Context: an optimization exercise on an open-source flow, tuned for small area. The choices shown serve that exercise and are no tape-out recipe.
In this exercise RTL edits were held to simulation tests only and were not proved equivalent to the original.
No activity file was given, so power comes from the tool's default toggle rates.

## run A
==> flow/design.v (excerpt) <==
module lc4_core #(
   parameter logic [15:0] RESET_PC = 16'h8200  
) (
   input  logic        gwe,
   input  logic        i_rst,
   output logic [15:0] o_imem_addr,
   input  logic [15:0] i_imem_insn,
   output logic [15:0] o_dmem_addr,
   input  logic [15:0] i_dmem_rdata,
   output logic        o_dmem_we,
   output logic [15:0] o_dmem_wdata,
   output logic [15:0] o_wb_pc,
   output logic [15:0] o_wb_insn,
   output logic        o_wb_reg_we,
   output logic [2:0]  o_wb_reg_sel,
   output logic [15:0] o_wb_reg_data,
   output logic        o_wb_dmem_we,
   output logic [15:0] o_wb_dmem_addr,
   output logic [15:0] o_wb_dmem_data
);
export LEC_CHECK = 0
export CAP_MARGIN = 20
export CORE_MARGIN = 2
export CORE_UTILIZATION = 40
export CTS_CLUSTER_DIAMETER = 80
export CTS_CLUSTER_SIZE = 30
export SLEW_MARGIN = 20
export SYNTH_HIERARCHICAL = 1
export SYNTH_MINIMUM_KEEP_SIZE = 0
create_clock -name core_clock -period 5.0 [get_ports {gwe}]
standard.sh (not shown) runs the stock make flow with config.mk's settings and CLKGATE_MAP_FILE= SYNTH_SCRIPT=/design/flow/synth_recipe.tcl, a recipe that flattens the netlist after the stock synthesis.
==> flow/flow/run.sh <==
#!/bin/bash
set -euo pipefail
export BUFFER_PORTS_ARGS="-buffer_cell sky130_fd_sc_hd__buf_1"
bash standard.sh > flow_make.log 2>&1
> inputs changed (run A -> run B)
# run A
export LEC_CHECK = 0
export CAP_MARGIN = 20
export CORE_MARGIN = 2
export CORE_UTILIZATION = 40
export CTS_CLUSTER_DIAMETER = 80
export CTS_CLUSTER_SIZE = 30
export SLEW_MARGIN = 20
export SYNTH_HIERARCHICAL = 1
export SYNTH_MINIMUM_KEEP_SIZE = 0
create_clock -name core_clock -period 5.0 [get_ports {gwe}]
# run B
export LEC_CHECK = 0
export CAP_MARGIN = 20
export CORE_MARGIN = 2
export CORE_UTILIZATION = 55
export CTS_CLUSTER_DIAMETER = 120
export CTS_CLUSTER_SIZE = 25
export SLEW_MARGIN = 20
export SYNTH_HIERARCHICAL = 1
export SYNTH_MINIMUM_KEEP_SIZE = 0
create_clock -name core_clock -period 5.0 [get_ports {gwe}]
Results
Run B against run A: wire length of the first global-routing pass fell 1500 microns; sequential share of layout area saw an increase. Looking at setup slack, run B sits 0.088 ns below run A. Number of placement rows down 15% in run B wrt run A. Compare run A and run B | placed wire-length estimate after detailed placement lower: run B. Clock buffer and inverter area fraction after layout in run B vs run A: down 1.2 points.
What run C does differently from run B at the input level:
# run B
export LEC_CHECK = 0
export CAP_MARGIN = 20
export CORE_MARGIN = 2
export CORE_UTILIZATION = 55
export CTS_CLUSTER_DIAMETER = 120
export CTS_CLUSTER_SIZE = 25
export SLEW_MARGIN = 20
export SYNTH_HIERARCHICAL = 1
export SYNTH_MINIMUM_KEEP_SIZE = 0
create_clock -name core_clock -period 5.0 [get_ports {gwe}]
# run C
export LEC_CHECK = 0
export CAP_MARGIN = 20
export CORE_MARGIN = 2
export CORE_UTILIZATION = 40
export CTS_CLUSTER_DIAMETER = 120
export CTS_CLUSTER_SIZE = 25
export SLEW_MARGIN = 20
export SYNTH_HIERARCHICAL = 1
export SYNTH_MINIMUM_KEEP_SIZE = 0
create_clock -name core_clock -period 5.0 [get_ports {gwe}]
==> comparison <==
- Run C vs run B: detailed-route vias per instance down
- Run B → run C: multi-input gate share of total cell area decreased 0.18 points; transition at the pin with the smallest max-transition slack decreased 0.11 ns; worst hold slack decreased 0.0094 ns; routed wire length increased 0.98%; die footprint increased 7400 sq um.
- Looking at final area across both flows, run C is the weaker of the two, with run B ahead.
- The startpoint of the worst setup timing path comes out m_insn[6]$_DFF_P_ in one run and m_insn[8]$_DFF_P_ in the other, namely in run C and run B respectively.
- On worst setup slack, run B loses to run C.
- Run C reached the end of the flow, and the finished layout is clean on the timing, design-rule and antenna checks.
- Compared with run B, in run C delay of the slowest cell on the worst path saw an increase, sequential portion of the cell area went down 0.32 points.
Modified inputs, run D compared to run C
# run C
export LEC_CHECK = 0
export CAP_MARGIN = 20
export CORE_MARGIN = 2
export CORE_UTILIZATION = 40
export CTS_CLUSTER_DIAMETER = 120
export CTS_CLUSTER_SIZE = 25
export SLEW_MARGIN = 20
export SYNTH_HIERARCHICAL = 1
export SYNTH_MINIMUM_KEEP_SIZE = 0
create_clock -name core_clock -period 5.0 [get_ports {gwe}]
# run D
export LEC_CHECK = 0
export CAP_MARGIN = 20
export CORE_MARGIN = 2
export CORE_UTILIZATION = 40
export CTS_CLUSTER_DIAMETER = 100
export CTS_CLUSTER_SIZE = 35
export SLEW_MARGIN = 20
export SYNTH_HIERARCHICAL = 1
export SYNTH_MINIMUM_KEEP_SIZE = 0
create_clock -name core_clock -period 5.0 [get_ports {gwe}]
--- a/flow/flow/run.sh
+++ b/flow/flow/run.sh
@@ -3,0 +4 @@
+export CTS_ARGS="-sink_clustering_enable -repair_clock_nets -sink_clustering_size 35 -sink_clustering_max_diameter 100 -dont_use_dummy_load"
[summary]
Taking run C as the reference point, the proportion of power drawn by the clock network of run D falls by 2.1 points.
Comparing run C and run D, final critical delay including setup and external delays is higher on run D.
Against run C, highest attainable clock frequency in run D fell slightly.
Register-to-register slack (run D over run C): decrease, 0.03 ns
Taking run C as the reference, in run D total power lost 0.10 mW, share of total power consumed by net switching picked up an extra 0.29 points.
Relative to run D, the following input files were edited for run E:
# run D
export LEC_CHECK = 0
export CAP_MARGIN = 20
export CORE_MARGIN = 2
export CORE_UTILIZATION = 40
export CTS_CLUSTER_DIAMETER = 100
export CTS_CLUSTER_SIZE = 35
export SLEW_MARGIN = 20
export SYNTH_HIERARCHICAL = 1
export SYNTH_MINIMUM_KEEP_SIZE = 0
create_clock -name core_clock -period 5.0 [get_ports {gwe}]
# run E
export LEC_CHECK = 0
export CAP_MARGIN = 20
export CORE_MARGIN = 2
export CORE_UTILIZATION = 40
export CTS_CLUSTER_DIAMETER = 120
export CTS_CLUSTER_SIZE = 25
export SLEW_MARGIN = 20
export SYNTH_HIERARCHICAL = 1
export SYNTH_MINIMUM_KEEP_SIZE = 0
create_clock -name core_clock -period 5.0 [get_ports {gwe}]
==> flow/flow/run.sh <==
#!/bin/bash
set -euo pipefail
export BUFFER_PORTS_ARGS="-buffer_cell sky130_fd_sc_hd__buf_1"
export CTS_ARGS="-sink_clustering_enable -repair_clock_nets -sink_clustering_size 25 -sink_clustering_max_diameter 120 -dont_use_dummy_load"
export RECOVER_POWER=100
bash standard.sh > flow_make.log 2>&1
Findings:
No crash in run E: every stage finished, but the layout fails its final checks due to max-capacitance violations, max-slew violations.
As of run E, area taken by multi-input logic gates had fallen slightly compared to run D.
Of run D and run E, run D shows the higher combinational power, with run E below it.
Largest net degree at the start of global routing: run E lower than run D

## what the ideal ports hide
No port has a modelled driver above. Below, the same layouts with a new extraction and two added sets of constraints. Step 1 (the two cells are an assumption about what drives the block):
set clk [get_ports {gwe}]
set_driving_cell -lib_cell sky130_fd_sc_hd__clkbuf_16 $clk
set_driving_cell -lib_cell sky130_fd_sc_hd__buf_2 [delete_from_list [all_inputs] $clk]
Step 2 times the ports against the registers' clock, not the clock port: input delays grow and output delays shrink by t, the midpoint of the rising clock arrivals with the driver on. Three values: no drivers, after step 1, after step 2; two values: the first two.
| run | t (ns) | slack for setup (ns) | worst slew at a driven data input, ns | cell pins on the clock port's net |
|---|---|---|---|---|
| run A | 0.540 | 0.276 / 0.225 / 0.589 | 0.04 | 1 |
| run B | 0.522 | 0.188 / 0.143 / 0.520 | 0.05 | 1 |
| run C | 0.512 | 0.346 / 0.301 / 0.622 | 0.04 | 1 |
| run D | 0.520 | 0.252 / 0.205 / 0.589 | 0.05 | 1 |
| run E | 0.512 | 0.318 / 0.272 / 0.422 | 0.04 | 1 |
